What follows belongs to an exercise in optimizing a design on an open flow for small area, a short achievable clock period and few clock cycles per item; a production flow would make more cautious choices. At most, simulation tests tie the RTL to the original design; equivalence was not proved. The RTL of runs 3 and 4 was laid out without a check of its function. Power figures rest on the tool's default switching activity, not on a simulated workload.

--- design/flow/design.v ---
package gen_ctrl_pkg;
  typedef struct packed {
    logic [47:0] dst_mac;
    logic [31:0] dst_ip;
    logic [23:0] base_psn;
  } qp_ctx_t;
  typedef enum logic [2:0] {
    IDLE,
    SEND,
    READ,
    WRITE,
    DONE
  } gen_phase_e;
endpackage
package roce_hdr_pkg;
  typedef enum logic [7:0] {
    SEND      = 8'h04,
    READ_RESP = 8'h10,
    ACK       = 8'h11
  } frame_kind_e;
  typedef struct packed {
    logic [47:0] dst_mac;
    logic [47:0] src_mac;
    logic [15:0] ethertype;
  } eth_hdr_t;
  typedef struct packed {
    logic [7:0]  ver_ihl;
    logic [7:0]  tos;
    logic [15:0] total_len;
    logic [15:0] ident;
    logic [15:0] flags_frag;
    logic [7:0]  ttl;
    logic [7:0]  protocol;
    logic [15:0] checksum;
    logic [31:0] src_ip;
    logic [31:0] dst_ip;
  } ipv4_hdr_t;
  typedef struct packed {
    logic [15:0] src_port;
    logic [15:0] dst_port;
    logic [15:0] length;
    logic [15:0] checksum;
  } udp_hdr_t;
  typedef struct packed {
    logic [7:0]  opcode;
    logic [7:0]  flags;
    logic [15:0] pkey;
    logic [7:0]  rsvd0;
    logic [23:0] dst_qp;
    logic [7:0]  rsvd1;
    logic [23:0] psn;
  } bth_t;
  typedef struct packed {
    eth_hdr_t    eth;
    ipv4_hdr_t   ipv4;
    udp_hdr_t    udp;
    bth_t        bth;
    logic [31:0] aeth;
  } roce_hdr_t;
endpackage
module qp_context_table (
  input  logic                     core_clk,
  input  logic                     core_aresetn,
  input  logic                     we_i,
  input  logic [2-1:0]     wr_idx_i,
  input  gen_ctrl_pkg::qp_ctx_t    wr_ctx_i,
  output logic [4-1:0]     vld_o,
  output logic [4*104-1:0] ctx_o
);
  localparam int CTX_W = 104;   
  for (genvar i = 0; i < 4; i++) begin : g_entry
    always_ff @(posedge core_clk) begin
      if (we_i && (wr_idx_i == 2'(i))) begin
        ctx_o[i*CTX_W +: CTX_W] <= wr_ctx_i;
      end
    end
    always_ff @(posedge core_clk or negedge core_aresetn) begin
      if (!core_aresetn) begin
        vld_o[i] <= 1'b0;
      end else if (we_i && (wr_idx_i == 2'(i))) begin
        vld_o[i] <= 1'b1;
      end
    end
  end
endmodule
module roce_pkt_gen_top (
  input  logic                    core_clk,
  input  logic                    core_aresetn,
  input  logic                    start_i,
  input  logic [47:0]             src_mac_i,
  input  logic [31:0]             src_ip_i,
  input  logic                    cfg_we_i,
  input  logic [2-1:0]    cfg_qp_i,
  input  logic [47:0]             cfg_mac_i,
  input  logic [31:0]             cfg_ip_i,
  input  logic [23:0]             cfg_psn_i,
  input  logic [512-1:0]      wqe_tdata_i,
  input  logic                    wqe_tvalid_i,
  input  logic                    tx_tready_i,
  output logic [512-1:0]      tx_tdata_o,
  output logic [64-1:0]  tx_tkeep_o,
  output logic                    tx_tvalid_o,
  output logic                    tx_tlast_o,
  output logic                    post_rd_wqe_o,
  output logic                    post_wr_wqe_o,
  output logic                    send_done_o,
  output logic                    read_done_o,
  output logic                    write_done_o
);
  function automatic logic [15:0] oc_add(input logic [15:0] a, input logic [15:0] b);
    logic [15:0] p, g, gp, pp, gn, pn;
    logic [15:0] c;
    p  = a ^ b;
    g  = a & b;
    gp = g;
    pp = p;
    for (int d = 1; d < 16; d = d * 2) begin
      gn = gp;
      pn = pp;
      for (int i = d; i < 16; i++) begin
        gn[i] = gp[i] | (pp[i] & gp[i-d]);
        pn[i] = pp[i] & pp[i-d];
      end
      gp = gn;
      pp = pn;
    end
    c[0] = gp[15];
    for (int i = 1; i < 16; i++) begin
      c[i] = gp[i-1] | (pp[i-1] & gp[15]);
    end
    oc_add = p ^ c;
  endfunction
  function automatic logic [23:0] add24(input logic [23:0] a, input logic [23:0] b);
    logic [23:0] p, g, gp, pp, gn, pn;
    p  = a ^ b;
    g  = a & b;
    gp = g;
    pp = p;
    for (int d = 1; d < 24; d = d * 2) begin
      gn = gp;
      pn = pp;
      for (int i = d; i < 24; i++) begin
        gn[i] = gp[i] | (pp[i] & gp[i-d]);
        pn[i] = pp[i] & pp[i-d];
      end
      gp = gn;
      pp = pn;
    end
    add24 = p ^ {gp[22:0], 1'b0};
  endfunction
  logic [3:0]            tbl_vld;
  logic [4*104-1:0]      tbl_ctx;
  gen_ctrl_pkg::qp_ctx_t cfg_ctx;
  assign cfg_ctx = {cfg_mac_i, cfg_ip_i, cfg_psn_i};
  qp_context_table i_qp_context_table (
    .core_clk     (core_clk),
    .core_aresetn (core_aresetn),
    .we_i         (cfg_we_i),
    .wr_idx_i     (cfg_qp_i),
    .wr_ctx_i     (cfg_ctx),
    .vld_o        (tbl_vld),
    .ctx_o        (tbl_ctx)
  );
  logic        started_q;
  logic        tvalid_q;
  logic        last_q;      
  logic [4:0]  fcnt_q;      
  logic [2:0]  beat_q;      
  logic [4:0]  nf_q;        
  logic [4:0]  rcnt_q;      
  logic        pend_q;      
  logic        dfull_q;     
  logic        post_rd_q;
  logic        post_wr_q;
  logic [23:0] dqp_q;
  logic [23:0] dpsn_q;
  logic cur_send, cur_read, accept, ld, same;
  assign cur_send = ~fcnt_q[4] & ~fcnt_q[3];
  assign cur_read = ~fcnt_q[4] &  fcnt_q[3];
  assign accept   = tvalid_q & tx_tready_i;
  assign ld       = ~tvalid_q | tx_tready_i;    
  assign same     = tvalid_q & ~last_q;         
  logic n_send, n_read, n_ok, start_frame;
  assign n_send      = ~nf_q[4] & ~nf_q[3];
  assign n_read      = ~nf_q[4] &  nf_q[3];
  assign n_ok        = started_q & ks_ok_q & ~(nf_q[4] & nf_q[3]) & (n_send | dfull_q);
  assign start_frame = ld & ~same & n_ok;
  logic       tvalid_d;
  logic [4:0] nf_d;
  assign tvalid_d = ~ld | same | n_ok;
  assign nf_d     = nf_q + 5'(start_frame);
  logic arrive, dfull_d, pend_n, can_req;
  assign arrive  = wqe_tvalid_i & pend_q;
  assign dfull_d = arrive | (dfull_q & ~(start_frame & ~n_send));
  assign pend_n  = pend_q & ~arrive;
  assign can_req = started_q & ~rcnt_q[4] & ~pend_n &
                   (~dfull_d | (~tvalid_d & (nf_d[4] | nf_d[3])));
  logic       k_send, k_read, k_last;
  logic [2:0] k_idx;
  logic [2:0] k_beat;
  assign k_send = same ? cur_send : n_send;
  assign k_read = same ? cur_read : n_read;
  assign k_idx  = same ? fcnt_q[2:0] : nf_q[2:0];
  assign k_beat = same ? beat_q + 3'd1 : 3'd0;
  assign k_last = same ? (cur_send ? (k_beat == 3'd2) : (k_beat == 3'd4)) : ~n_send & ~n_read;
  always_ff @(posedge core_clk or negedge core_aresetn) begin
    if (!core_aresetn) begin
      started_q <= 1'b0;
      tvalid_q  <= 1'b0;
      last_q    <= 1'b0;
      fcnt_q    <= '0;
      beat_q    <= '0;
      nf_q      <= '0;
      rcnt_q    <= '0;
      pend_q    <= 1'b0;
      dfull_q   <= 1'b0;
      post_rd_q <= 1'b0;
      post_wr_q <= 1'b0;
    end else begin
      started_q <= started_q | start_i;
      tvalid_q  <= tvalid_d;
      if (ld) begin
        last_q <= k_last;
      end
      if (accept) begin
        fcnt_q <= fcnt_q + 5'(last_q);
        beat_q <= last_q ? 3'd0 : beat_q + 3'd1;
      end
      nf_q      <= nf_d;
      rcnt_q    <= rcnt_q + 5'(can_req);
      pend_q    <= pend_n | can_req;
      dfull_q   <= dfull_d;
      post_rd_q <= can_req & ~rcnt_q[3];
      post_wr_q <= can_req &  rcnt_q[3];
    end
  end
  always_ff @(posedge core_clk) begin
    if (arrive) begin
      dqp_q  <= {wqe_tdata_i[47*8 +: 8],
                 wqe_tdata_i[(47+1)*8 +: 8],
                 wqe_tdata_i[(47+2)*8 +: 8]};
      dpsn_q <= {wqe_tdata_i[51*8 +: 8],
                 wqe_tdata_i[(51+1)*8 +: 8],
                 wqe_tdata_i[(51+2)*8 +: 8]};
    end
  end
  logic [1:0] dsel;
  logic [1:0] sel0, sel1;
  logic [3:0] soh_q;
  assign dsel = arrive ? wqe_tdata_i[(47+2)*8 +: 2] : dqp_q[1:0];
  assign sel0 = n_send ? nf_q[1:0] : dsel;
  assign sel1 = (nf_q[4:3] == 2'b00 && nf_q[2:0] != 3'd7) ? nf_q[1:0] + 2'd1 : dsel;
  always_ff @(posedge core_clk) begin
    for (int e = 0; e < 4; e++) begin
      soh_q[e] <= tbl_vld[e] & ((start_frame ? sel1 : sel0) == 2'(e));
    end
  end
  gen_ctrl_pkg::qp_ctx_t rd_ctx;
  always_comb begin
    rd_ctx = '0;
    for (int e = 0; e < 4; e++) begin
      rd_ctx = rd_ctx | ({104{soh_q[e]}} & tbl_ctx[e*104 +: 104]);
    end
  end
  logic [15:0] csum_k, cs_x, cs_c;
  logic [15:0] sip_q, ks_q;
  logic        sip_ok_q, ks_ok_q;
  logic [15:0] csum;
  assign csum_k = n_send ? 16'h959b : n_read ? 16'h964f : 16'h954f;
  always_ff @(posedge core_clk) begin
    sip_q <= oc_add(src_ip_i[31:16], src_ip_i[15:0]);
    ks_q  <= oc_add(csum_k, sip_q);
  end
  always_ff @(posedge core_clk or negedge core_aresetn) begin
    if (!core_aresetn) begin
      sip_ok_q <= 1'b0;
      ks_ok_q  <= 1'b0;
    end else begin
      sip_ok_q <= 1'b1;
      ks_ok_q  <= sip_ok_q;
    end
  end
  assign cs_x = ks_q ^ rd_ctx.dst_ip[31:16] ^ rd_ctx.dst_ip[15:0];
  assign cs_c = (ks_q & rd_ctx.dst_ip[31:16]) | (ks_q & rd_ctx.dst_ip[15:0]) |
                (rd_ctx.dst_ip[31:16] & rd_ctx.dst_ip[15:0]);
  assign csum = ~oc_add(cs_x, {cs_c[14:0], cs_c[15]});
  logic [15:0]  ip_len;
  logic [7:0]   opcode;
  logic [23:0]  h_qp;
  logic [23:0]  h_psn;
  logic [431:0] hdr_be;    
  assign ip_len = n_send ? 16'd124 : n_read ? 16'd304 : 16'd48;
  assign opcode = n_send ? 8'h04 : n_read ? 8'h10 : 8'h11;
  assign h_qp   = n_send ? 24'(nf_q[1:0]) : dqp_q;
  assign h_psn  = n_send ? add24(rd_ctx.base_psn, 24'(nf_q[2:0])) : dpsn_q;
  assign hdr_be = {rd_ctx.dst_mac, src_mac_i, 16'h0800,
                   8'h45, 8'hb8, ip_len, 16'h5555, 16'h4000, 8'hba, 8'h11, csum,
                   src_ip_i, rd_ctx.dst_ip,
                   16'h6851, 16'h12b7, 16'(ip_len - 16'd20), 16'h0000,
                   opcode, 8'h30, 16'h666f, 8'h05, h_qp, 8'h00, h_psn};
  logic [7:0]           pay;
  logic [512-1:0]   tdata_d;
  logic [512-1:0]   tdata_q;
  logic [2:0]           keep_d;
  logic [2:0]           keep_q;
  assign pay = {3'b000, k_read, 4'(k_idx) + 4'd1};
  for (genvar j = 0; j < 64; j++) begin : g_lane
    if (j < 54) begin : g_hdr
      assign tdata_d[j*8 +: 8] = same ? pay : hdr_be[(53-j)*8 +: 8];
    end else if (j < 58) begin : g_aeth
      assign tdata_d[j*8 +: 8] = (~same & ~k_send) ? 8'h00 : pay;
    end else if (j < 62) begin : g_icrc
      assign tdata_d[j*8 +: 8] = (k_read & (k_beat == 3'd4)) ? 8'h00 : pay;
    end else begin : g_pay
      assign tdata_d[j*8 +: 8] = pay;
    end
  end
  assign keep_d = {~k_last, ~(k_last & ~k_read), ~(k_last & k_send)};
  always_ff @(posedge core_clk) begin
    if (ld) begin
      tdata_q <= tdata_d;
      keep_q  <= keep_d;
    end
  end
  assign tx_tdata_o    = tdata_q;
  assign tx_tkeep_o    = {{2{keep_q[2]}}, {4{keep_q[1]}}, {52{keep_q[0]}}, 6'h3f};
  assign tx_tlast_o    = last_q;
  assign tx_tvalid_o   = tvalid_q;
  assign post_rd_wqe_o = post_rd_q;
  assign post_wr_wqe_o = post_wr_q;
  assign send_done_o   = fcnt_q[4] | fcnt_q[3];
  assign read_done_o   = fcnt_q[4];
  assign write_done_o  = fcnt_q[4] & fcnt_q[3];
endmodule
--- design/flow/flow/run.sh ---
#!/bin/bash
# Standard ORFS layout, with a larger setup margin for repair_timing and
# the smallest buffer on the ports.
set -euo pipefail
export SETUP_SLACK_MARGIN=6.5
export BUFFER_PORTS_ARGS="-buffer_cell sky130_fd_sc_hd__buf_1"
bash standard.sh > flow_standard.log 2>&1
--- design/flow/standard.sh ---
#!/bin/bash
# synth_recipe.tcl (not shown) runs the flow's synth.tcl, then flattens the netlist and writes it again
# the make line also repeats each setting of config.mk as NAME=value (left out here)
make -C /OpenROAD-flow-scripts/flow DESIGN_CONFIG=/design/flow/config.mk WORK_HOME=/design/flow/orfs CLKGATE_MAP_FILE= SYNTH_SCRIPT=/design/flow/synth_recipe.tcl "${@:-finish}"
--- design/flow/config.mk ---
export PLATFORM = sky130hd
export DESIGN_NAME = roce_pkt_gen_top
export DESIGN_NICKNAME = roce_pkt_gen_top
export VERILOG_FILES = /design/flow/design.v
export SDC_FILE = /design/flow/constraint.sdc
export NUM_CORES = 4
export LEC_CHECK = 0
export CAP_MARGIN = 20
export CORE_AREA = 10 10 450 450
export CTS_BUF_LIST = sky130_fd_sc_hd__clkbuf_8
export CTS_CLUSTER_SIZE = 24
export DIE_AREA = 0 0 460 460
export SLEW_MARGIN = 20
--- design/flow/constraint.sdc ---
create_clock -name core_clock -period 10.0 [get_ports {core_clk}]
set_input_delay 2.0000 -clock core_clock [delete_from_list [all_inputs] [get_ports {core_clk}]]
set_output_delay 2.0000 -clock core_clock [all_outputs]
set_load 0.01 [all_outputs]
==> results.json, run 1 <==
{
  "outcome": "complete, no violations",
  "whs_ns": 0.354,
  "p_leak_nw": 16.4,
  "ys_seq_area_frac": 0.702,
  "ir_drop_v": 0.000248,
  "cts_tree": "built",
  "fp.coreArea_mm2": 0.193,
  "crit_slowest_cell": "fa_1",
  "hp-class": "register to register",
  "place_ws_ns": 4.83,
  "io_buffers": 730,
  "wl_um": 142000,
  "clkLatencyLatePin_ns": 0.89,
  "synthTopCellsByCount": "726 x edfxtp_1, 316 x buf_4, 181 x nand2_1",
  "clock-skew-final_ns": 0.0418,
  "endpoint_kind": "register",
  "fin_setup_tns_ns": 0,
  "whs_path_depth": 0,
  "r2r_setup_slack_ns": 5.98,
  "power.density_mw_per_mm2": 355,
  "synth_cell_type_count": 74,
  "gp_congestion": 0.813,
  "numCtsBuffers": 149,
  "reg2reg_depth": 16,
  "worst_pin_slew_ns": 1.07,
  "synth_edf_count": 726,
  "via_per_inst": 3.86,
  "start_util": 0.172,
  "cp_num_buf_inv": 4,
  "drc": 0,
  "critPathArrivalTime_ns": 4.62,
  "postCtsHoldBufs": 0,
  "ant_nets": 0,
  "nNetsFinal": 3794,
  "fin_cells": 5694,
  "ios": 1287,
  "area_growth_pct": 34.8,
  "rsz0062_at_grt": "yes",
  "path_delay_family": "compound AO/OA/AOI/OAI gates",
  "crit_fanout": 7,
  "layout-drive-gt1-share": 0.293,
  "cp-start-kind": "register",
  "synth_top_area_share": 0.657,
  "required_ns": 10.60,
  "period_needed_ns": 4.02,
  "track_usage": 0.125,
  "slew_violations": 0,
  "fp.dieH_um": 460,
  "placed_cells": 5274,
  "antenna_found_initial": 92,
  "utilization": 0.232,
  "synth.largest_area_cell": "edfxtp_1",
  "crit_path_cell_trace": "buf_16 > a22o_4 > a221oi_4 > fa_1 > inv_2 > ha_4 > nand4_4 > nor4_4 > a2111oi_4 > a211oi_2 > buf_4 > nor3_4 > buf_6 > o21bai_4 > xor2_2 > a21oi_1",
  "synth_most_common_cell": "edfxtp_1",
  "yosys_warnings": 2,
  "drv_cap": 0,
  "power_mw": 15.9,
  "grt_pass1_wl_um": 183000,
  "layout_setup_ws_ns": 5.98,
  "avgSynthCellArea_um2": 14.4,
  "rows": 161,
  "critPathCapture": "tx_tdata_o[193]$_DFFE_PN_",
  "critPathLaunch": "soh_q[0]$_DFF_P_",
  "synthArstFlopShare": 0.0391,
  "h-tree-depth": 4,
  "clkSinkCount": 793,
  "post_dp_cell_area_mm2": 0.0379,
  "syn_inst": 2305,
  "hold_viol": 0,
  "crit_cells": 16,
  "clock.fmax_mhz": 249,
  "max_stage_delay_ns": 0.51,
  "r2r_start": "soh_q[0]$_DFF_P_",
  "wl_per_cell_um": 25.0,
  "netlist_area_mm2": 0.0332,
  "slew_headroom": 0.284,
  "cts_buffer_depth": 3,
  "drt_iter0_drc": 1776,
  "dr.pass1.iters": 5,
  "finalCritPeriodShare": 0.402,
  "dp_hpwl_um": 101000,
  "finalInstanceArea_mm2": 0.0448,
  "grt_pass1_vias": 21885,
  "die_x_um": 460,
  "cts.clk_slew.worst_paths_ns": 0.06,
  "synth_area_leaders": "edfxtp_1 66%, buf_4 7.1%, a22oi_1 2.6%",
  "grt_start_max_net_pins": 132,
  "grt_remaining_overflow": 0,
  "setup_viol": 0,
  "ys.flop_type": "edfxtp_1",
  "die-area_mm2": 0.212,
  "critPathKind": "register to register",
  "vias": 21978,
  "r2r-end": "tx_tdata_o[193]$_DFFE_PN_",
  "cts_root_buf": "clkbuf_8",
  "synth-seq-cells": 793
}
## flip-flops by register name, indices dropped and copies added (netlist names), 3 cells and up
signal                    count
dpsn_q                       24
dqp_q                        24
fcnt_q                        5
sip_q                        16
rcnt_q                        5
soh_q                         4
i_qp_context_table.ctx_o    416
nf_q                          5
beat_q                        3
keep_q                        3
ks_q                         16
i_qp_context_table.vld_o      4
tx_tdata_o                  259
## layout make-up
cell class	count	area, µm²
fill	20269	148000
inverter	81	312
antenna	36	90.1
sequential	793	23300
timing repair buffer	878	6170
clock inverter	107	805
multi-input combinational	1117	8750
clock buffer	156	2150
tap	2526	3160
## logic make-up after synthesis
group | synth area share
multiplexers | 0.00249
buffers and inverters | 0.0911
AO/OA/AOI/OAI | 0.0983
adder cells (fa/ha/maj) | 0.0308
AND/OR/NAND/NOR | 0.0585
flip-flops | 0.702
XOR/XNOR | 0.0169
other | 0.000226
## layer usage
layer / wire length [µm] / track usage
met5: 259 / 0
met4: 7570 / 0.0737
met3: 13700 / 0.0445
met2: 71700 / 0.217
met1: 48900 / 0.131
## cells in the final DEF, fill, tap and decap left out, types with 90 or more instances in the layout
| cell type | instances |
|---|---|
| a21oi_1 | 105 |
| inv_1 | 109 |
| edfxtp_1 | 726 |
| clkbuf_2 | 162 |
| conb_1 | 93 |
| buf_1 | 350 |
| a22oi_1 | 108 |
| nand2_1 | 177 |
| buf_6 | 191 |
| clkbuf_8 | 157 |
| buf_4 | 90 |
## power by group
group | internal, mW | total [mW] | switching, mW
Combinational | 3.18 | 7.62 | 4.44
Sequential | 4.59 | 5.05 | 0.457
Clock | 1.68 | 3.20 | 1.52
## how the worst min path moves through the flow
stage	to	start
after CTS	ks_ok_q$_DFF_PN0_	sip_ok_q$_DFF_PN0_
after detailed placement	ks_ok_q$_DFF_PN0_	sip_ok_q$_DFF_PN0_
after global routing	ks_ok_q$_DFF_PN0_	sip_ok_q$_DFF_PN0_
final	ks_ok_q$_DFF_PN0_	sip_ok_q$_DFF_PN0_
after global placement	ks_ok_q$_DFF_PN0_	sip_ok_q$_DFF_PN0_
after floorplan	ks_ok_q$_DFF_PN0_	sip_ok_q$_DFF_PN0_
## what timing repair did
| action | 4_1_cts | 5_1_grt |
|---|---|---|
| setup endpoints to repair | 621 | 451 |
| buffers inserted | 71 | 31 |
| gates cloned | 12 | 7 |
| pin swaps | 43 | 39 |
| gates resized for setup | 395 | 487 |
Testbench counts, summed over its fixed seeds: cycles 2,987, frames 768.
==> run 2: changes to the inputs <==
--- a/design/flow/config.mk
+++ b/design/flow/config.mk
@@ -8,6 +8,4 @@
 export CAP_MARGIN = 20
 export CORE_AREA = 10 10 450 450
-export CTS_BUF_LIST = sky130_fd_sc_hd__clkbuf_8
-export CTS_CLUSTER_SIZE = 24
 export DIE_AREA = 0 0 460 460
 export SLEW_MARGIN = 20
==> run 2 against run 1 <==
  * Sequential power barely moved
  * Routed wire length fell by 0.45%
  * Die area did not move
  * First-iteration DRC count rose by 2.0%
  * Largest cell class unchanged
==> results.json, run 2 <==
{
  "critPathKind": "register to register",
  "die_x_um": 460,
  "finalInstanceArea_mm2": 0.0443,
  "ant_nets": 0,
  "postCtsHoldBufs": 0,
  "grt_pass1_vias": 21507,
  "crit_path_cell_trace": "buf_16 > a22o_4 > a221oi_4 > fa_1 > inv_2 > ha_4 > nand4_4 > nor4_4 > a2111oi_4 > a211oi_4 > nor3_2 > buf_4 > o21ai_2 > or4_1 > nand3_2",
  "crit_fanout": 7,
  "drc": 0,
  "slew_headroom": 0.287,
  "dp_hpwl_um": 101000,
  "layout-drive-gt1-share": 0.213,
  "setup_viol": 0,
  "cts_root_buf": "clkbuf_16",
  "required_ns": 10.59,
  "ys.flop_type": "edfxtp_1",
  "drt_iter0_drc": 1812,
  "finalCritPeriodShare": 0.397,
  "power.density_mw_per_mm2": 361,
  "period_needed_ns": 3.97,
  "nFillCells": 20232,
  "synth_most_common_cell": "edfxtp_1",
  "rows": 161,
  "hp-class": "register to register",
  "wl_um": 141000,
  "post_dp_cell_area_mm2": 0.0379,
  "track_usage": 0.125,
  "synthArstFlopShare": 0.0391,
  "max_stage_delay_ns": 0.51,
  "synth_top_area_share": 0.657,
  "synth_edf_count": 726,
  "io_buffers": 730,
  "slew_violations": 0,
  "r2r-end": "tx_tdata_o[195]$_DFFE_PN_",
  "wl_per_cell_um": 25.2,
  "area_growth_pct": 33.5,
  "cts_tree": "built",
  "via_per_inst": 3.87,
  "critPathArrivalTime_ns": 4.56,
  "r2r_setup_slack_ns": 6.03,
  "regArea_mm2": 0.0233,
  "utilization": 0.230,
  "multi_input_area_mm2": 0.00886,
  "fp.coreArea_mm2": 0.193,
  "syn_inst": 2305,
  "grt_pass1_wl_um": 183000,
  "crit_slowest_cell": "fa_1",
  "synth_area_leaders": "edfxtp_1 66%, buf_4 7.1%, a22oi_1 2.6%",
  "reg2reg_depth": 15,
  "clkSinkCount": 793,
  "netlist_area_mm2": 0.0332,
  "outcome": "complete, no violations",
  "endpoint_kind": "register",
  "power_mw": 16.0,
  "final_common_cell": "edfxtp_1",
  "yosys_warnings": 2,
  "worst_pin_slew_ns": 1.07,
  "avgSynthCellArea_um2": 14.4,
  "largest_reg_flops": 416,
  "clock.fmax_mhz": 252,
  "synthTopCellsByCount": "726 x edfxtp_1, 316 x buf_4, 181 x nand2_1",
  "ir_drop_v": 0.000261,
  "clkLatencyLatePin_ns": 0.73,
  "synth-seq-cells": 793,
  "drv_cap": 0,
  "fp.dieH_um": 460,
  "start_util": 0.172,
  "grt_remaining_overflow": 0,
  "rsz0062_at_grt": "yes",
  "final_cell_mix": "726 x edfxtp_1, 576 x buf_1, 177 x nand2_1, 118 x buf_6, 109 x a22oi_1",
  "hold_viol": 0,
  "grt_start_max_net_pins": 132,
  "clock-skew-final_ns": 0.0559,
  "numCtsBuffers": 94,
  "p_leak_nw": 15.5,
  "critPathCapture": "tx_tdata_o[195]$_DFFE_PN_",
  "cp-start-kind": "register",
  "ys_seq_area_frac": 0.702,
  "synth.largest_area_cell": "edfxtp_1",
  "cts.clk_slew.worst_paths_ns": 0.06,
  "fin_setup_tns_ns": 0,
  "gp_congestion": 0.813,
  "h-tree-depth": 3,
  "dr.pass1.iters": 5,
  "vias": 21710,
  "placed_cells": 5274,
  "antenna_found_initial": 90,
  "nNetsFinal": 3741,
  "cts_buffer_depth": 3,
  "r2r_start": "soh_q[0]$_DFF_P_",
  "critPathLaunch": "soh_q[0]$_DFF_P_",
  "fin_cells": 5609,
  "top_register": "i_qp_context_table.ctx_o",
  "die-area_mm2": 0.212,
  "ios": 1287,
  "synth_cell_type_count": 74
}
==> run 2: power breakdown <==
group	leakage (nW)	total [mW]	internal, mW	switching (mW)
sequential	7.58	5.03	4.59	0.442
clock	1.51	3.51	2.02	1.49
combinational	6.41	7.46	2.97	4.49
==> run 2: worst min-delay path by stage <==
stage                  startpoint                 to  slack [ns]  depth (start not counted)
4_1_cts        sip_ok_q$_DFF_PN0_  ks_ok_q$_DFF_PN0_        0.36                          0
3_3_place_gp   sip_ok_q$_DFF_PN0_  ks_ok_q$_DFF_PN0_        0.33                          0
6_report       sip_ok_q$_DFF_PN0_  ks_ok_q$_DFF_PN0_        0.35                          0
3_5_place_dp   sip_ok_q$_DFF_PN0_  ks_ok_q$_DFF_PN0_        0.34                          0
5_1_grt        sip_ok_q$_DFF_PN0_  ks_ok_q$_DFF_PN0_        0.38                          0
2_1_floorplan  sip_ok_q$_DFF_PN0_  ks_ok_q$_DFF_PN0_        0.33                          0
==> run 2: timing repair <==
action | 4_1_cts | 5_1_grt
setup endpoints to repair | 364 | 279
setup buffers | 76 | 28
gates resized for setup | 212 | 337
cloned | 12 | 7
pin swaps | 62 | 45
==> run 2: cell families after synthesis <==
family | count (synthesis) | share of synthesized area
buffers and inverters | 487 | 0.0911
other | 2 | 0.000226
adder cells (fa/ha/maj) | 71 | 0.0308
multiplexers | 8 | 0.00249
AO/OA/AOI/OAI | 470 | 0.0983
XOR/XNOR | 64 | 0.0169
flip-flops | 793 | 0.702
AND/OR/NAND/NOR | 410 | 0.0585
==> run 2: per-layer routing <==
| metal | global-route usage | vias up | part of all wire |
|---|---|---|---|
| li1 | - | 9568 | - |
| met1 | 0.132 | 10791 | 0.35 |
| met2 | 0.222 | 1024 | 0.50 |
| met3 | 0.0425 | 283 | 0.093 |
| met4 | 0.0611 | 44 | 0.056 |
| met5 | 0 | - | 0.0019 |
==> run 2: worst max-delay path, delay by kind of cell (launching register included) <==
family,cells,cell delay (ns)
flops,1,0.44
compound gates,5,1.25
fa+ha+maj,2,0.71
simple gates,5,0.95
buf+inv,3,0.45
==> run 2: layout make-up <==
type,instances,share of cell area
sequential,793,0.526
multi-input combinational,1118,0.200
tap,2526,0.0713
clock buffer,119,0.0568
inverter,81,0.00703
antenna,38,0.00215
clock inverter,55,0.0145
timing repair buffer,879,0.122
==> run 2: metrics by stage <==
| step | worst slack (ns) | hold slack (ns) |
|---|---|---|
| floorplan | 3.74 | 0.331 |
| global placement | 4.85 | 0.333 |
| detailed placement | 4.83 | 0.344 |
| CTS | 6.05 | 0.357 |
| global route | 5.91 | 0.376 |
| finish | 6.03 | 0.352 |
==> run 3: changes to the inputs <==
--- a/design/flow/design.v
+++ b/design/flow/design.v
@@ -245,15 +245,25 @@
     end
   end
-  logic [1:0] dsel;
-  logic [1:0] sel0, sel1;
-  logic [3:0] soh_q;
-  assign dsel = arrive ? wqe_tdata_i[(47+2)*8 +: 2] : dqp_q[1:0];
-  assign sel0 = n_send ? nf_q[1:0] : dsel;
-  assign sel1 = (nf_q[4:3] == 2'b00 && nf_q[2:0] != 3'd7) ? nf_q[1:0] + 2'd1 : dsel;
-  always_ff @(posedge core_clk) begin
+  logic [1:0]  dsel;
+  logic [1:0]  sel0, sel1, sel_d;
+  logic [3:0]  soh_d;
+  logic [3:0]  soh_q;
+  logic [31:0] dip_d;
+  logic [31:0] dip_q;
+  assign dsel  = arrive ? wqe_tdata_i[(47+2)*8 +: 2] : dqp_q[1:0];
+  assign sel0  = n_send ? nf_q[1:0] : dsel;
+  assign sel1  = (nf_q[4:3] == 2'b00 && nf_q[2:0] != 3'd7) ? nf_q[1:0] + 2'd1 : dsel;
+  assign sel_d = start_frame ? sel1 : sel0;
+  always_comb begin
+    dip_d = '0;
     for (int e = 0; e < 4; e++) begin
-      soh_q[e] <= tbl_vld[e] & ((start_frame ? sel1 : sel0) == 2'(e));
+      soh_d[e] = tbl_vld[e] & (sel_d == 2'(e));
+      dip_d    = dip_d | ({32{soh_d[e]}} & tbl_ctx[e*104 + 24 +: 32]);
     end
   end
+  always_ff @(posedge core_clk) begin
+    soh_q <= soh_d;
+    dip_q <= dip_d;
+  end
   gen_ctrl_pkg::qp_ctx_t rd_ctx;
   always_comb begin
@@ -263,12 +273,15 @@
     end
   end
-  logic [15:0] csum_k, cs_x, cs_c;
-  logic [15:0] sip_q, ks_q;
+  logic [15:0] csum_k, ks_x, ks_c, cs_x, cs_c;
+  logic [31:0] sip_q;
+  logic [15:0] ks_q;
   logic        sip_ok_q, ks_ok_q;
   logic [15:0] csum;
   assign csum_k = n_send ? 16'h959b : n_read ? 16'h964f : 16'h954f;
+  assign ks_x = csum_k ^ sip_q[31:16] ^ sip_q[15:0];
+  assign ks_c = (csum_k & sip_q[31:16]) | (csum_k & sip_q[15:0]) | (sip_q[31:16] & sip_q[15:0]);
   always_ff @(posedge core_clk) begin
-    sip_q <= oc_add(src_ip_i[31:16], src_ip_i[15:0]);
-    ks_q  <= oc_add(csum_k, sip_q);
+    sip_q <= src_ip_i;
+    ks_q  <= oc_add(ks_x, {ks_c[14:0], ks_c[15]});
   end
   always_ff @(posedge core_clk or negedge core_aresetn) begin
@@ -281,7 +294,6 @@
     end
   end
-  assign cs_x = ks_q ^ rd_ctx.dst_ip[31:16] ^ rd_ctx.dst_ip[15:0];
-  assign cs_c = (ks_q & rd_ctx.dst_ip[31:16]) | (ks_q & rd_ctx.dst_ip[15:0]) |
-                (rd_ctx.dst_ip[31:16] & rd_ctx.dst_ip[15:0]);
+  assign cs_x = ks_q ^ dip_q[31:16] ^ dip_q[15:0];
+  assign cs_c = (ks_q & dip_q[31:16]) | (ks_q & dip_q[15:0]) | (dip_q[31:16] & dip_q[15:0]);
   assign csum = ~oc_add(cs_x, {cs_c[14:0], cs_c[15]});
   logic [15:0]  ip_len;
==> run 3 against run 2 <==
  * Register-to-register slack better by 0.60 ns
  * Sequential power increased by 7.8%
  * Critical endpoint is now tx_tkeep_o[31]
  * Routed wire length shrank 1.2%
  * Via count increased by 0.97%
==> results.json, run 3 <==
{
  "dr.pass1.iters": 5,
  "worst_pin_slew_ns": 1.06,
  "slew_headroom": 0.293,
  "vias": 21921,
  "gp_congestion": 0.827,
  "ys.flop_type": "edfxtp_1",
  "multi_input_area_mm2": 0.00792,
  "finalCritPeriodShare": 0.361,
  "grt_use_met2": 0.198,
  "synth_top_area_share": 0.631,
  "hp-class": "register to register",
  "io_buffers": 730,
  "final_cell_mix": "726 x edfxtp_1, 581 x buf_1, 200 x a22oi_1, 189 x nand2_1, 121 x a21oi_1",
  "wl_um": 140000,
  "area_growth_pct": 24.4,
  "synth-seq-cells": 841,
  "top_register": "i_qp_context_table.ctx_o",
  "required_ns": 8.00,
  "ys_seq_area_frac": 0.702,
  "nFillCells": 20383,
  "r2r_start": "dip_q[25]$_DFF_P_",
  "cts_root_buf": "clkbuf_16",
  "drt_iter0_drc": 1691,
  "cp-start-kind": "register",
  "rows": 161,
  "h-tree-depth": 3,
  "drc": 0,
  "synth_area_leaders": "edfxtp_1 63%, buf_4 6.8%, dfxtp_1 4.9%",
  "fp.dieH_um": 460,
  "p_leak_nw": 15.1,
  "drv_cap": 0,
  "track_usage": 0.124,
  "largest_reg_flops": 416,
  "critPathCapture": "tx_tkeep_o[31]",
  "grt_pass1_wl_um": 183000,
  "grt_util_met1": 0.140,
  "outcome": "complete, no violations",
  "cts_buffer_depth": 3,
  "rsz0062_at_grt": "yes",
  "clkLatencyLatePin_ns": 0.75,
  "start_util": 0.180,
  "final_common_cell": "edfxtp_1",
  "crit_fanout": 26,
  "avgSynthCellArea_um2": 14.5,
  "synth_edf_count": 726,
  "ios": 1287,
  "fin_setup_tns_ns": 0,
  "clock-skew-final_ns": 0.0570,
  "fp.coreArea_mm2": 0.193,
  "layout-drive-gt1-share": 0.156,
  "synth.largest_area_cell": "edfxtp_1",
  "numCtsBuffers": 94,
  "r2r-end": "tx_tdata_o[194]$_DFFE_PN_",
  "wl_per_cell_um": 24.9,
  "grt_pass1_vias": 22001,
  "nNetsFinal": 3759,
  "critPathLaunch": "keep_q[0]$_DFFE_PN_",
  "critPathKind": "register to output pin",
  "netlist_area_mm2": 0.0346,
  "antenna_found_initial": 75,
  "power_mw": 15.8,
  "cts_tree": "built",
  "hold_viol": 0,
  "ir_drop_v": 0.000190,
  "grt-busiest-layer": "met2",
  "endpoint_kind": "output pin",
  "clock.fmax_mhz": 277,
  "reg2reg_depth": 12,
  "yosys_warnings": 2,
  "via_per_inst": 3.91,
  "die-area_mm2": 0.212,
  "period_needed_ns": 3.61,
  "layout_setup_ws_ns": 6.39,
  "place_ws_ns": 4.88,
  "synthArstFlopShare": 0.0369,
  "setup_viol": 0,
  "synth_cell_type_count": 69,
  "power.density_mw_per_mm2": 367,
  "grt_remaining_overflow": 0,
  "syn_inst": 2392,
  "grt_use_met3": 0.0488,
  "cts.clk_slew.worst_paths_ns": 0.06,
  "postCtsHoldBufs": 0,
  "dp_hpwl_um": 102000,
  "synthTopCellsByCount": "726 x edfxtp_1, 315 x buf_4, 200 x a22oi_1",
  "grt_start_max_net_pins": 70,
  "critPathArrivalTime_ns": 1.61,
  "regArea_mm2": 0.0243,
  "r2r_setup_slack_ns": 6.63,
  "synth_most_common_cell": "edfxtp_1",
  "clkSinkCount": 841,
  "die_x_um": 460,
  "slew_violations": 0,
  "ant_nets": 0
}
-- run 3: cell count changes after synthesis, sizes merged, moves of 10 or more --
cell | previous run | this run
a22oi | 115 | 205
dfxtp | 36 | 84
buf | 341 | 359
a22o | 36 | 21
inv | 80 | 65
nand2 | 181 | 191
-- run 3: cell type report --
class | count | area share
diodes | 24 | 0.00140
inverters | 65 | 0.00585
clock buffers | 112 | 0.0570
clock inverters | 66 | 0.0186
multi-input cells | 1154 | 0.184
repair buffers | 824 | 0.0947
flip-flops and latches | 841 | 0.565
well taps | 2526 | 0.0735
-- run 3: how the worst min path moves through the flow --
stage | endpoint | cells past startpoint | slack [ns] | from
after floorplan | ks_ok_q$_DFF_PN0_ | 0 | 0.33 | sip_ok_q$_DFF_PN0_
after global placement | ks_ok_q$_DFF_PN0_ | 0 | 0.33 | sip_ok_q$_DFF_PN0_
after detailed placement | ks_ok_q$_DFF_PN0_ | 0 | 0.34 | sip_ok_q$_DFF_PN0_
after CTS | ks_ok_q$_DFF_PN0_ | 0 | 0.35 | sip_ok_q$_DFF_PN0_
after global routing | ks_ok_q$_DFF_PN0_ | 0 | 0.37 | sip_ok_q$_DFF_PN0_
final | ks_ok_q$_DFF_PN0_ | 0 | 0.35 | sip_ok_q$_DFF_PN0_
-- run 3: kinds of logic (layout without fill, tap and decap cells) --
family | Yosys count | count (layout) | share of synthesized area
xor gates and xnor gates | 60 | 60 | 0.0152
and+or+nand+nor | 398 | 400 | 0.0539
adders and majority gates | 80 | 80 | 0.0332
other | 2 | 117 | 0.000217
muxes | 8 | 8 | 0.00239
AOI/OAI and AO/OA | 513 | 513 | 0.104
DFF | 841 | 841 | 0.702
buffers and inverters | 490 | 1067 | 0.0895
-- run 3: power by group --
part	internal, mW	total [mW]	switching, mW
registers	4.97	5.42	0.459
clock network	2.07	3.62	1.55
logic	2.19	6.75	4.56
total	9.22	15.8	6.57
-- run 3: per-stage QoR --
stage	hold slack (ns)	utilization	cells	instance area, µm²
after floorplan	0.331	-	2483	35100
after global placement	0.333	0.200	5353	38500
after detailed placement	0.338	0.200	5353	38500
after CTS	0.352	0.221	5570	42600
after global routing	0.367	0.223	5604	43000
final	0.351	0.223	5612	43000
-- run 3: timing repair --
item                                    CTS  global route
gates resized for setup                 153           110
endpoints found under the setup margin  480           236
buffers inserted                         36            16
pin swaps                                11            12
gates cloned                              3             2
-- run 3: critical path, stage by stage, from the launching register on --
cell and delay, ns:
edfxtp_1 0.34, buf_6 0.16, buf_12 0.18, buf_1 0.17
-- run 3: layer usage --
| layer | share of wire | vias up |
|---|---|---|
| met5 | 0.0018 | - |
| met4 | 0.054 | 40 |
| met3 | 0.099 | 246 |
| met2 | 0.47 | 1063 |
| met1 | 0.38 | 10857 |
| li1 | - | 9715 |
==> run 4: changes to the inputs <==
==> design/flow/flow/run.sh (replaced) <==
#!/bin/bash
# Standard ORFS layout, with a larger setup margin for repair_timing and
# the smallest buffer on the ports.
set -euo pipefail
export SETUP_SLACK_MARGIN=7.0
export BUFFER_PORTS_ARGS="-buffer_cell sky130_fd_sc_hd__buf_1"
bash standard.sh > flow_standard.log 2>&1
==> run 4 against run 3 <==
  * Still clean on timing, DRC and antenna
  * Synthesized cell count did not move
  * Sequential cell count did not move
  * Global-route usage rose by 1.1 points
  * Critical path depth did not move
  * Highest routed layer unchanged
==> results.json, run 4 <==
{
  "outcome": "complete, no violations",
  "synth-seq-cells": 841,
  "r2r-end": "rcnt_q[4]$_DFF_PN0_",
  "syn_inst": 2392,
  "synth_area_leaders": "edfxtp_1 63%, buf_4 6.8%, dfxtp_1 4.9%",
  "critPathKind": "register to output pin",
  "nFillCells": 19922,
  "drv_cap": 0,
  "netlist_area_mm2": 0.0346,
  "dp_hpwl_um": 101000,
  "ys.flop_type": "edfxtp_1",
  "dr.pass1.iters": 5,
  "track_usage": 0.135,
  "fp.dieH_um": 460,
  "finalCritPeriodShare": 0.359,
  "rows": 161,
  "cts_tree": "built",
  "ys_seq_area_frac": 0.702,
  "max_stage_delay_ns": 0.37,
  "postCtsHoldBufs": 0,
  "synth_compound_area_frac": 0.104,
  "gp_congestion": 0.834,
  "reg2reg_depth": 14,
  "via_per_inst": 3.98,
  "drt_iter0_drc": 1881,
  "antenna_found_initial": 93,
  "synth_edf_count": 726,
  "setup_viol": 0,
  "slew_violations": 0,
  "synthAdderAreaFrac": 0.0332,
  "h-tree-depth": 3,
  "synthXorXnorAreaFrac": 0.0152,
  "final_cell_mix": "726 x edfxtp_1, 270 x buf_1, 265 x clkbuf_2, 186 x buf_6, 173 x nand2_1",
  "ant_nets": 0,
  "r2r_start": "nf_q[4]$_DFF_PN0_",
  "nNetsFinal": 3865,
  "ios": 1287,
  "cp-start-kind": "register",
  "synth.largest_area_cell": "edfxtp_1",
  "area_growth_pct": 36.0,
  "yosys_warnings": 2,
  "grt_pass1_wl_um": 198000,
  "clock.fmax_mhz": 279,
  "min_from": "sip_ok_q$_DFF_PN0_",
  "grt_pass1_vias": 23068,
  "synthArstFlopShare": 0.0369,
  "synth.area.mux_share": 0.00239,
  "clkLatencyLatePin_ns": 0.76,
  "rsz0062_at_grt": "yes",
  "vias": 22787,
  "power.density_mw_per_mm2": 397,
  "regArea_mm2": 0.0243,
  "clkSinkCount": 841,
  "io_buffers": 730,
  "place_ws_ns": 5.07,
  "clock-skew-final_ns": 0.0494,
  "largest_reg_flops": 416,
  "synth_top_family_by_area": "compound AO/OA/AOI/OAI gates",
  "hp-class": "register to register",
  "wl_um": 152000,
  "final_common_cell": "edfxtp_1",
  "synth_most_common_cell": "edfxtp_1",
  "avgSynthCellArea_um2": 14.5,
  "slew_headroom": 0.369,
  "synth_cell_type_count": 69,
  "whs_path_depth": 0,
  "top_register": "i_qp_context_table.ctx_o",
  "worst_pin_slew_ns": 0.947,
  "die-area_mm2": 0.212,
  "drc": 0,
  "hold_viol": 0,
  "required_ns": 8.00,
  "cts_buffer_depth": 3,
  "endpoint_kind": "output pin",
  "cp_common_cell": "buf_6",
  "grt_remaining_overflow": 0,
  "min_to": "ks_ok_q$_DFF_PN0_",
  "start_util": 0.180,
  "p_leak_nw": 17.3,
  "crit_slowest_cell": "edfxtp_1",
  "multi_input_area_mm2": 0.00904,
  "crit_path_cell_trace": "buf_6 > clkbuf_16 > buf_6",
  "layout-drive-gt1-share": 0.342,
  "die_x_um": 460,
  "period_needed_ns": 3.59,
  "crit_fanout": 7,
  "cts.clk_slew.worst_paths_ns": 0.06,
  "numCtsBuffers": 98,
  "ir_drop_v": 0.000224,
  "synthSimpleGateAreaFrac": 0.0539,
  "synth_top_area_share": 0.631,
  "critPathArrivalTime_ns": 1.59,
  "cts_root_buf": "clkbuf_16",
  "layout_setup_ws_ns": 6.41,
  "fin_setup_tns_ns": 0,
  "fp.coreArea_mm2": 0.193,
  "synthTopCellsByCount": "726 x edfxtp_1, 315 x buf_4, 200 x a22oi_1",
  "grt_start_max_net_pins": 106,
  "r2r_setup_slack_ns": 6.93,
  "wl_per_cell_um": 26.6
}
==> run 4: cell counts after synthesis <==
Identical to the previous run, type by type.
==> run 4: cell families (layout without fill, tap and decap cells) <==
group / Yosys count / in the layout
flops: 841 / 841
compound gates: 513 / 513
buf+inv: 490 / 1174
simple gates: 398 / 401
fa+ha+maj: 80 / 80
xor+xnor: 60 / 60
mux: 8 / 8
other cells: 2 / 119
==> run 4: layer usage <==
layer,up-vias,part of all wire,track usage
met5,-,0.0016,0
met2,1205,0.48,0.227
met3,299,0.098,0.0489
met1,11292,0.37,0.149
li1,9955,-,-
met4,36,0.059,0.0708
==> run 4: final cells by class <==
class / instances / share of cell area
Sequential cell: 841 / 0.517
Multi-Input combinational cell: 1155 / 0.192
Timing Repair Buffer: 925 / 0.145
Tap cell: 2526 / 0.0672
Clock buffer: 122 / 0.0556
Clock inverter: 62 / 0.0156
Inverter: 65 / 0.00567
Antenna cell: 26 / 0.00138
==> run 4: power breakdown <==
group | internal [mW] | switching [mW]
clock | 2.14 | 1.56
combinational | 4.03 | 5.45
sequential | 4.98 | 0.514
total | 11.1 | 7.53
==> run 4: worst max path at each step <==
stage	end	from	cells past startpoint
floorplan	i_qp_context_table.ctx_o[0]$_DFFE_PP_	cfg_we_i	1
global placement	rcnt_q[4]$_DFF_PN0_	tx_tready_i	13
detailed placement	rcnt_q[4]$_DFF_PN0_	tx_tready_i	13
CTS	send_done_o	fcnt_q[4]$_DFFE_PN0P_	3
global route	tx_tkeep_o[30]	keep_q[0]$_DFFE_PN_	3
finish	tx_tkeep_o[30]	keep_q[0]$_DFFE_PN_	3
==> run 4: worst max-delay path: cells and delay by family, from the launching register on <==
family	cells	cell delay [ns]
buffers and inverters	3	0.45
flip-flops	1	0.37
==> run 4: stage by stage <==
stage | cells | total power, mW | utilization | area [µm²] | hold slack, ns
after floorplan | 2483 | 9.52 | - | 35500 | 0.331
after global placement | 5349 | 11.9 | 0.201 | 38700 | 0.332
after detailed placement | 5349 | 11.9 | 0.201 | 38700 | 0.336
after CTS | 5658 | 18.1 | 0.236 | 45500 | 0.348
after global routing | 5711 | 19.7 | 0.244 | 47000 | 0.353
final | 5722 | 18.7 | 0.244 | 47000 | 0.348
==> run 4: what timing repair did <==
item / in CTS / in global routing
buffers inserted: 104 / 34
cloned: 21 / 4
resized for setup: 562 / 473
pin swaps: 87 / 76
endpoints found under the setup margin: 1011 / 604
==> run 5: changes to the inputs <==
--- a/design/flow/design.v
+++ b/design/flow/design.v
@@ -266,9 +266,12 @@
     dip_q <= dip_d;
   end
-  gen_ctrl_pkg::qp_ctx_t rd_ctx;
+  logic [47:0] rd_mac;
+  logic [23:0] rd_psn;
   always_comb begin
-    rd_ctx = '0;
+    rd_mac = '0;
+    rd_psn = '0;
     for (int e = 0; e < 4; e++) begin
-      rd_ctx = rd_ctx | ({104{soh_q[e]}} & tbl_ctx[e*104 +: 104]);
+      rd_mac = rd_mac | ({48{soh_q[e]}} & tbl_ctx[e*104 + 56 +: 48]);
+      rd_psn = rd_psn | ({24{soh_q[e]}} & tbl_ctx[e*104 +: 24]);
     end
   end
@@ -305,8 +308,8 @@
   assign opcode = n_send ? 8'h04 : n_read ? 8'h10 : 8'h11;
   assign h_qp   = n_send ? 24'(nf_q[1:0]) : dqp_q;
-  assign h_psn  = n_send ? add24(rd_ctx.base_psn, 24'(nf_q[2:0])) : dpsn_q;
-  assign hdr_be = {rd_ctx.dst_mac, src_mac_i, 16'h0800,
+  assign h_psn  = n_send ? add24(rd_psn, 24'(nf_q[2:0])) : dpsn_q;
+  assign hdr_be = {rd_mac, src_mac_i, 16'h0800,
                    8'h45, 8'hb8, ip_len, 16'h5555, 16'h4000, 8'hba, 8'h11, csum,
-                   src_ip_i, rd_ctx.dst_ip,
+                   src_ip_i, dip_q,
                    16'h6851, 16'h12b7, 16'(ip_len - 16'd20), 16'h0000,
                    opcode, 8'h30, 16'h666f, 8'h05, h_qp, 8'h00, h_psn};
==> design/flow/flow/run.sh (replaced) <==
#!/bin/bash
# Standard ORFS layout, with a larger setup margin for repair_timing and
# the smallest buffer on the ports.
set -euo pipefail
export SETUP_SLACK_MARGIN=6.2
export BUFFER_PORTS_ARGS="-buffer_cell sky130_fd_sc_hd__buf_1"
bash standard.sh > flow_standard.log 2>&1
==> run 5 against run 4 <==
  * Clock power about the same
  * Combinational power is 36% lower
  * Sequential power is 0.9% higher
  * Sequential cell count unchanged
  * Critical endpoint is now i_qp_context_table.ctx_o[229]$_DFFE_PP_
  * First-iteration DRC count is 16% lower
  * Critical path depth rose by 2
  * Routed wire length down 11%
  * Power shrank 18%
  * Cell count fell by 3.3%
  * Via count is 8.0% lower
  * Count of clock-buffer cells in the layout grew 2
==> results.json, run 5 <==
{
  "regArea_mm2": 0.0243,
  "grt_pass1_wl_um": 180000,
  "h-tree-depth": 3,
  "fin_setup_tns_ns": 0,
  "reg2reg_depth": 12,
  "cts_root_buf": "clkbuf_16",
  "track_usage": 0.122,
  "cp_common_cell": "buf_4",
  "cp-start-kind": "input pin",
  "gp_congestion": 0.803,
  "utilization": 0.217,
  "crit_path_cell_trace": "buf_1 > nand2_8 > nor2_4 > buf_4 > buf_4",
  "dp_hpwl_um": 100000,
  "pwr-share-seq": 0.363,
  "synth_most_common_cell": "edfxtp_1",
  "antenna_found_initial": 77,
  "hp-class": "register to register",
  "p_switching_mw": 6.31,
  "p_int_mw": 8.95,
  "synthTopCellsByCount": "726 x edfxtp_1, 315 x buf_4, 225 x nand2_1",
  "die-area_mm2": 0.212,
  "clkSinkCount": 841,
  "synth-seq-cells": 841,
  "dr.pass1.iters": 7,
  "area_growth_pct": 22.4,
  "endpoint_kind": "register",
  "synth_edf_count": 726,
  "io_buffers": 730,
  "cts.clk_slew.worst_paths_ns": 0.07,
  "wl_per_cell_um": 24.6,
  "numCtsBuffers": 98,
  "largest_reg_flops": 416,
  "finalInstanceArea_mm2": 0.0419,
  "r2r-end": "ks_q[15]$_DFF_P_",
  "whs_path_depth": 0,
  "ant_nets": 0,
  "min_to": "ks_ok_q$_DFF_PN0_",
  "grt_start_max_net_pins": 113,
  "multi_input_area_mm2": 0.00748,
  "synthSimpleGateAreaFrac": 0.0619,
  "p_comb_frac": 0.395,
  "wl_um": 136000,
  "ir_drop_v": 0.000182,
  "drc": 0,
  "synth_area_leaders": "edfxtp_1 64%, buf_4 6.9%, dfxtp_1 4.9%",
  "slew_violations": 0,
  "outcome": "complete, no violations",
  "pwr-share-clk": 0.242,
  "period_needed_ns": 3.70,
  "die_x_um": 460,
  "p_leak_nw": 14.5,
  "finalCritPeriodShare": 0.370,
  "power.density_mw_per_mm2": 364,
  "slew_headroom": 0.343,
  "yosys_warnings": 2,
  "ys_seq_area_frac": 0.709,
  "rows": 161,
  "whs_ns": 0.353,
  "vias": 20954,
  "clock.fmax_mhz": 270,
  "ys.flop_type": "edfxtp_1",
  "layout-drive-gt1-share": 0.0979,
  "max_stage_delay_ns": 0.78,
  "ios": 1287,
  "cts_buffer_depth": 3,
  "synthXorXnorAreaFrac": 0.0149,
  "synth.area.mux_share": 0.00271,
  "setup_viol": 0,
  "synthAdderAreaFrac": 0.0336,
  "synth_top_family_by_area": "buffers and inverters",
  "power_mw": 15.3,
  "final_common_cell": "buf_1",
  "fp.coreArea_mm2": 0.193,
  "hold_viol": 0,
  "drv_cap": 0,
  "top_register": "i_qp_context_table.ctx_o",
  "avgSynthCellArea_um2": 14.6,
  "start_util": 0.178,
  "critPathArrivalTime_ns": 4.07,
  "r2r_start": "nf_q[3]$_DFF_PN0_",
  "via_per_inst": 3.79,
  "syn_inst": 2335,
  "fp.dieH_um": 460,
  "crit_slowest_cell": "buf_4",
  "synthArstFlopShare": 0.0369,
  "r2r_setup_slack_ns": 6.42,
  "worst_pin_slew_ns": 0.983,
  "swShare": 0.413,
  "nNetsFinal": 3678,
  "post_dp_cell_area_mm2": 0.0381,
  "final_cell_mix": "727 x buf_1, 726 x edfxtp_1, 223 x nand2_1, 154 x a22oi_1, 98 x clkbuf_16",
  "nFillCells": 20488,
  "cts_tree": "built",
  "synth_top_area_share": 0.638,
  "synth.largest_area_cell": "edfxtp_1",
  "drt_iter0_drc": 1585,
  "clock-skew-final_ns": 0.0741,
  "min_from": "sip_ok_q$_DFF_PN0_",
  "required_ns": 10.37,
  "synth_compound_area_frac": 0.0875,
  "grt_remaining_overflow": 0,
  "postCtsHoldBufs": 0,
  "rsz0062_at_grt": "no",
  "crit_fanout": 54,
  "grt_pass1_vias": 21375,
  "synth_cell_type_count": 69,
  "netlist_area_mm2": 0.0342,
  "critPathKind": "input pin to register",
  "clkLatencyLatePin_ns": 0.76
}
[run 5: changes by cell type after synthesis, sizes merged, moves of 9 or more]
cell	change
nand2	+34
clkbuf	-9
a221oi	-18
a22oi	-38
a21oi	-43
and2	+14
[run 5: how the worst max path moves through the flow]
stage                     startpoint                                       to  cells past startpoint
floorplan                   cfg_we_i    i_qp_context_table.ctx_o[0]$_DFFE_PP_                      1
global placement         tx_tready_i             tx_tdata_o[93]$_SDFFCE_PP0N_                      4
detailed placement       tx_tready_i             tx_tdata_o[93]$_SDFFCE_PP0N_                      4
CTS                 soh_q[2]$_DFF_P_                tx_tdata_o[412]$_DFFE_PN_                     13
global route             cfg_qp_i[1]  i_qp_context_table.ctx_o[281]$_DFFE_PP_                      5
finish                   cfg_qp_i[1]  i_qp_context_table.ctx_o[229]$_DFFE_PP_                      5
[run 5: metal layers]
metal,global-route usage,wire length (µm),up-vias
met5,0,240,-
met4,0.0612,7390,38
met3,0.0471,12900,266
met2,0.206,65300,961
met1,0.133,50100,10350
li1,-,-,9339
[run 5: logic make-up (layout without fill, tap and decap cells)]
kind of cell / count (synthesis) / count (layout)
buf+inv: 478 / 1036
simple gates: 454 / 454
compound gates: 413 / 413
flops: 841 / 841
xor+xnor: 58 / 58
mux: 9 / 9
other cells: 2 / 115
fa+ha+maj: 80 / 80
[run 5: cell type report]
class	count	share of cell area
flip-flops and latches	841	0.580
multi-input cells	1107	0.179
repair buffers	786	0.0791
well taps	2526	0.0755
clock buffers	124	0.0626
clock inverters	61	0.0172
inverters	65	0.00595
diodes	22	0.00131
[run 5: worst max-delay path: cells and delay by family]
family                 cells  cell delay [ns]
buffers and inverters      3             1.74
AND/OR/NAND/NOR            2             0.17
[run 5: timing repair]
item                       in CTS  in global routing
gates cloned                    0                  0
gates resized for setup        27                 19
setup buffers                  18                  2
pin swaps                       6                  6
setup endpoints to repair     191                203
[run 5: power groups by stage]
stage                     clock network, mW  registers [mW]  logic [mW]
after floorplan                           0            5.63        3.59
after global placement                    0            5.66        6.00
after detailed placement                  0            5.67        6.00
after CTS                              3.82            5.58        6.19
after global routing                   3.93            5.63        6.65
final                                  3.69            5.54        6.03
[run 5: metrics by stage]
step / worst slack [ns] / instances
after global routing: 6.21 / 5516
after CTS: 6.18 / 5508
final: 6.30 / 5532
after floorplan: 4.89 / 2426
after detailed placement: 5.07 / 5305
after global placement: 5.10 / 5305
Testbench counts of run 5, summed over its fixed seeds: cycles 2,987, frames 768.
==> run 6: changes to the inputs <==
==> design/flow/flow/run.sh (replaced) <==
#!/bin/bash
# Standard ORFS layout, with a larger setup margin for repair_timing and
# the smallest buffer on the ports.
set -euo pipefail
export SETUP_SLACK_MARGIN=6.5
export BUFFER_PORTS_ARGS="-buffer_cell sky130_fd_sc_hd__buf_1"
bash standard.sh > flow_standard.log 2>&1
==> run 6 against run 5 <==
  * Largest cell class unchanged
  * Still clean
  * Clock power increased by 5%
  * Global-route usage is 0.068 points higher
  * Largest power group unchanged
  * Routed wire length rose by 1.9%
==> results.json, run 6 <==
{
  "final_cell_mix": "726 x edfxtp_1, 587 x buf_1, 222 x nand2_1, 154 x a22oi_1, 105 x clkbuf_16",
  "worst_pin_slew_ns": 0.976,
  "hold_viol": 0,
  "netlist_area_mm2": 0.0342,
  "fp.dieH_um": 460,
  "finalCritPeriodShare": 0.361,
  "dr.pass1.iters": 5,
  "die_x_um": 460,
  "h-tree-depth": 3,
  "fp.coreArea_mm2": 0.193,
  "grt_pass1_wl_um": 180000,
  "synth_most_common_cell": "edfxtp_1",
  "crit_path_cell_trace": "buf_12 > clkbuf_16 > clkbuf_2",
  "critPathKind": "register to output pin",
  "grt_remaining_overflow": 0,
  "ir_drop_v": 0.000263,
  "grt_start_max_net_pins": 105,
  "ys.flop_type": "edfxtp_1",
  "drv_cap": 0,
  "layout-drive-gt1-share": 0.175,
  "clkLatencyLatePin_ns": 0.77,
  "critPathArrivalTime_ns": 1.61,
  "synth_area_leaders": "edfxtp_1 64%, buf_4 6.9%, dfxtp_1 4.9%",
  "slew_headroom": 0.349,
  "cts.clk_slew.worst_paths_ns": 0.06,
  "synthTopCellsByCount": "726 x edfxtp_1, 315 x buf_4, 225 x nand2_1",
  "dp_hpwl_um": 100000,
  "setup_viol": 0,
  "fin_setup_tns_ns": 0,
  "outcome": "complete, no violations",
  "wl_per_cell_um": 24.8,
  "gp_congestion": 0.791,
  "postCtsHoldBufs": 0,
  "synth-seq-cells": 841,
  "cts_tree": "built",
  "area_growth_pct": 27.8,
  "crit_slowest_cell": "edfxtp_1",
  "vias": 21196,
  "largest_reg_flops": 416,
  "swShare": 0.403,
  "r2r_setup_slack_ns": 6.45,
  "grt_pass1_vias": 21034,
  "die-area_mm2": 0.212,
  "io_buffers": 730,
  "start_util": 0.178,
  "yosys_warnings": 2,
  "cp_num_buf_inv": 3,
  "path_delay_family": "buffers and inverters",
  "rows": 161,
  "numCtsBuffers": 98,
  "antenna_found_initial": 78,
  "final_common_cell": "edfxtp_1",
  "cts_buffer_depth": 3,
  "clock-skew-final_ns": 0.0531,
  "avgSynthCellArea_um2": 14.6,
  "ios": 1287,
  "synth_edf_count": 726,
  "required_ns": 8.00,
  "cp-start-kind": "register",
  "wl_um": 138000,
  "synth_top_area_share": 0.638,
  "via_per_inst": 3.79,
  "clkSinkCount": 841,
  "clock.fmax_mhz": 277,
  "pwr-share-seq": 0.340,
  "slew_violations": 0,
  "synthArstFlopShare": 0.0369,
  "rsz0062_at_grt": "yes",
  "endpoint_kind": "output pin",
  "crit_fanout": 13,
  "top_register": "i_qp_context_table.ctx_o",
  "drc": 0,
  "ant_nets": 0,
  "whs_ns": 0.351,
  "cts_root_buf": "clkbuf_16",
  "period_needed_ns": 3.61,
  "track_usage": 0.123,
  "ys_seq_area_frac": 0.709,
  "pwr-share-clk": 0.240,
  "syn_inst": 2335,
  "p_comb_frac": 0.421,
  "hp-class": "register to register",
  "nNetsFinal": 3733,
  "synth_cell_type_count": 69,
  "max_stage_delay_ns": 0.41,
  "p_leak_nw": 15.6,
  "synth.largest_area_cell": "edfxtp_1",
  "power.density_mw_per_mm2": 370,
  "p_int_mw": 9.65,
  "drt_iter0_drc": 2077,
  "p_switching_mw": 6.52
}
[run 6: cell counts after synthesis]
Identical to the previous run, type by type.
[run 6: kinds of logic (layout without fill, tap and decap cells)]
kind of cell               count (synthesis)  count (layout)  share of synthesized area
xor gates and xnor gates                  58              58                     0.0149
AOI/OAI and AO/OA                        413             413                     0.0875
buffers and inverters                    478            1089                     0.0898
DFF                                      841             841                      0.709
adders and majority gates                 80              80                     0.0336
muxes                                      9               9                    0.00271
other                                      2             116                   0.000220
and+or+nand+nor                          454             455                     0.0619
[run 6: per-layer routing]
layer / global-route usage / share of wire / up-vias
li1: - / - / 9466
met2: 0.214 / 0.49 / 1019
met1: 0.137 / 0.36 / 10431
met5: 0 / 0.0012 / -
met4: 0.0451 / 0.040 / 26
met3: 0.0431 / 0.10 / 254
[run 6: power groups by stage]
stage                     Clock [mW]  Combinational, mW  Sequential [mW]
after detailed placement           0               6.01             5.64
after floorplan                    0               3.60             5.63
after global placement             0               6.02             5.64
after global routing            4.12               7.45             5.57
final                           3.87               6.80             5.49
after CTS                       3.98               6.83             5.50
[run 6: per-stage QoR]
stage	instances	instance area (µm²)	util	setup WS, ns	power, mW
final	5587	43700	0.227	6.39	16.2
after floorplan	2426	34700	-	4.89	9.23
after detailed placement	5306	38100	0.198	5.12	11.7
after CTS	5546	42900	0.223	6.38	16.3
after global routing	5573	43700	0.227	6.24	17.1
after global placement	5306	38100	0.198	5.15	11.7
[run 6: final timing paths]
kind                                     startpoint                  end  cells after the start
worst max-delay path            keep_q[0]$_DFFE_PN_       tx_tkeep_o[12]                      3
worst max register to register    nf_q[3]$_DFF_PN0_     ks_q[14]$_DFF_P_                     15
min in group asynchronous              core_aresetn  started_q$_DFF_PN0_                      1
worst min register to register   sip_ok_q$_DFF_PN0_    ks_ok_q$_DFF_PN0_                      0
worst min-delay path             sip_ok_q$_DFF_PN0_    ks_ok_q$_DFF_PN0_                      0
max in group asynchronous              core_aresetn   tvalid_q$_DFF_PN0_                      1
[run 6: worst reg2reg max path, stage by stage, from the launching register on]
cell	delay, ns
dfrtp_2	0.45
nor2b_4	0.15
buf_12	0.14
fa_1	0.55
inv_2	0.06
ha_4	0.26
nand4_1	0.14
buf_4	0.18
buf_4	0.12
buf_4	0.12
buf_4	0.12
buf_4	0.12
buf_4	0.12
o31a_1	0.39
o21ai_2	0.21
xor2_2	0.28
[run 6: layout make-up]
type | instances | area, µm²
clock inverters | 58 | 840
inverters | 65 | 253
well taps | 2526 | 3160
clock buffers | 126 | 2690
fillers | 20320 | 149000
flip-flops and latches | 841 | 24300
repair buffers | 840 | 4660
diodes | 23 | 57.6
multi-input cells | 1108 | 7750
[run 6: repair_timing]
action | CTS | global route
pin swaps | 29 | 25
endpoints found under the hold margin | 0 | 0
setup buffers | 54 | 10
endpoints found under the setup margin | 560 | 234
cloned | 2 | 8
gates resized for setup | 171 | 211
==> run 7: changes to the inputs <==
==> design/flow/flow/run.sh (replaced) <==
#!/bin/bash
set -euo pipefail
export SETUP_SLACK_MARGIN=6.5
export BUFFER_PORTS_ARGS="-buffer_cell sky130_fd_sc_hd__buf_1"
export CTS_ARGS="-sink_clustering_enable -repair_clock_nets -dont_use_dummy_load"
bash standard.sh > flow_standard.log 2>&1
==> run 7 against run 6 <==
  * Still clean
  * Synthesized cell count did not move
  * Fmax fell by 0.55%
  * Cell count fell by 1.5%
  * Global-route usage fell by 0.054 points
  * Count of clock-buffer cells in the layout fell by 28
  * Utilization fell by 0.52 points
  * Sequential power barely moved
  * Hold slack got worse by 0.0012 ns
  * Largest cell class unchanged
==> results.json, run 7 <==
{
  "nNetsFinal": 3735,
  "clock-skew-final_ns": 0.0913,
  "clkSinkCount": 841,
  "worst_pin_slew_ns": 1.02,
  "crit_slowest_cell": "dfrtp_2",
  "via_per_inst": 3.82,
  "critPathArrivalTime_ns": 4.22,
  "synthArstFlopShare": 0.0369,
  "ant_nets": 0,
  "cts_tree": "built",
  "layout-drive-gt1-share": 0.150,
  "synthTopCellsByCount": "726 x edfxtp_1, 315 x buf_4, 225 x nand2_1",
  "rows": 161,
  "fin_cells": 5504,
  "nFillCells": 20384,
  "grt_pass1_vias": 20949,
  "final_common_cell": "edfxtp_1",
  "critPathLaunch": "nf_q[4]$_DFF_PN0_",
  "dp_hpwl_um": 100000,
  "netlist_area_mm2": 0.0342,
  "grt_remaining_overflow": 0,
  "min_from": "sip_ok_q$_DFF_PN0_",
  "p_leak_nw": 15.0,
  "slew_violations": 0,
  "synthSimpleGateAreaFrac": 0.0619,
  "synth-seq-cells": 841,
  "power_mw": 15.3,
  "start_util": 0.178,
  "die-area_mm2": 0.212,
  "synth_top_area_share": 0.638,
  "finalCritPeriodShare": 0.363,
  "layout_setup_ws_ns": 6.37,
  "reg2reg_depth": 12,
  "r2r_start": "nf_q[4]$_DFF_PN0_",
  "avgSynthCellArea_um2": 14.6,
  "cts_root_buf": "clkbuf_16",
  "largest_reg_flops": 416,
  "synth_edf_count": 726,
  "whs_path_depth": 0,
  "crit_fanout": 5,
  "h-tree-depth": 3,
  "wl_um": 138000,
  "cp-start-kind": "register",
  "top_register": "i_qp_context_table.ctx_o",
  "yosys_warnings": 2,
  "placed_cells": 5306,
  "crit_path_cell_trace": "or2_4 > buf_4 > xnor2_1 > ha_1 > and2_1 > a221oi_1 > nor2_1 > nor4_2 > o41a_1 > o31a_1 > o21bai_2 > xor2_4",
  "ir_drop_v": 0.000259,
  "whs_ns": 0.350,
  "synth.largest_area_cell": "edfxtp_1",
  "synth_most_common_cell": "edfxtp_1",
  "ys_seq_area_frac": 0.709,
  "required_ns": 10.58,
  "hold_viol": 0,
  "die_x_um": 460,
  "clock.fmax_mhz": 275,
  "ys.flop_type": "edfxtp_1",
  "endpoint_kind": "register",
  "grt_pass1_wl_um": 179000,
  "outcome": "complete, no violations",
  "clkLatencyLatePin_ns": 0.76,
  "area_growth_pct": 24.8,
  "drv_cap": 0,
  "antenna_found_initial": 78,
  "fp.coreArea_mm2": 0.193,
  "synth.area.mux_share": 0.00271,
  "power.density_mw_per_mm2": 359,
  "rsz0062_at_grt": "yes",
  "r2r_setup_slack_ns": 6.37,
  "numCtsBuffers": 98,
  "synth_compound_area_frac": 0.0875
}
==> run 7: worst paths after layout <==
| path | endpoint |
|---|---|
| setup / recovery | ks_q[13]$_DFF_P_ |
| hold / removal | ks_ok_q$_DFF_PN0_ |
| setup reg to reg | ks_q[13]$_DFF_P_ |
| hold reg to reg | ks_ok_q$_DFF_PN0_ |
| max in group asynchronous | tvalid_q$_DFF_PN0_ |
| min in group asynchronous | started_q$_DFF_PN0_ |
==> run 7: critical path, delay by kind of cell, from the launching register on <==
kind,cells,cell delay [ns]
compound gates,4,1.22
xor+xnor,2,0.38
fa+ha+maj,1,0.38
buf+inv,1,0.17
flops,1,0.48
simple gates,4,0.84
==> run 7: metrics by stage <==
stage	area [µm²]	util
after floorplan	34700	-
final	42700	0.222
after global routing	42600	0.221
after global placement	38100	0.198
after detailed placement	38100	0.198
after CTS	41600	0.216
==> run 7: area by class of cell <==
type,count,area (µm²),area share
sequential,841,24300,0.569
timing repair buffer,842,4660,0.109
clock buffer,98,2450,0.0575
multi-input combinational,1108,7800,0.183
tap,2526,3160,0.0740
inverter,65,255,0.00598
antenna,24,60.1,0.00141
==> run 7: cell families after synthesis <==
logic type / after synthesis
buf+inv: 478
compound gates: 413
other cells: 2
mux: 9
simple gates: 454
xor+xnor: 58
flops: 841
fa+ha+maj: 80
==> run 7: per-layer routing <==
layer / share of wire / global-route usage
met5: 0.0013 / 0
met3: 0.10 / 0.0447
met4: 0.045 / 0.0448
met2: 0.49 / 0.213
met1: 0.36 / 0.135
==> run 7: repair_timing <==
action,CTS,global route
gates cloned,2,9
setup buffers,51,14
hold buffers,0,0
pin swaps,27,31
endpoints found under the setup margin,544,240
gates resized for setup,126,256
==> run 7: power by group <==
group          internal (mW)  switching (mW)  total, mW  leakage [nW]
registers               4.97           0.517       5.49          8.00
logic                   2.38            4.44       6.82          5.81
clock network           1.70            1.32       3.02          1.21

Setup slack of run 7, layout unchanged: 6.366 ns with ideal ports, 6.350 ns with driving cells assumed (clock clkbuf_16, inputs buf_2), 5.672 ns with port delays also shifted by the 0.782 ns mid clock arrival.
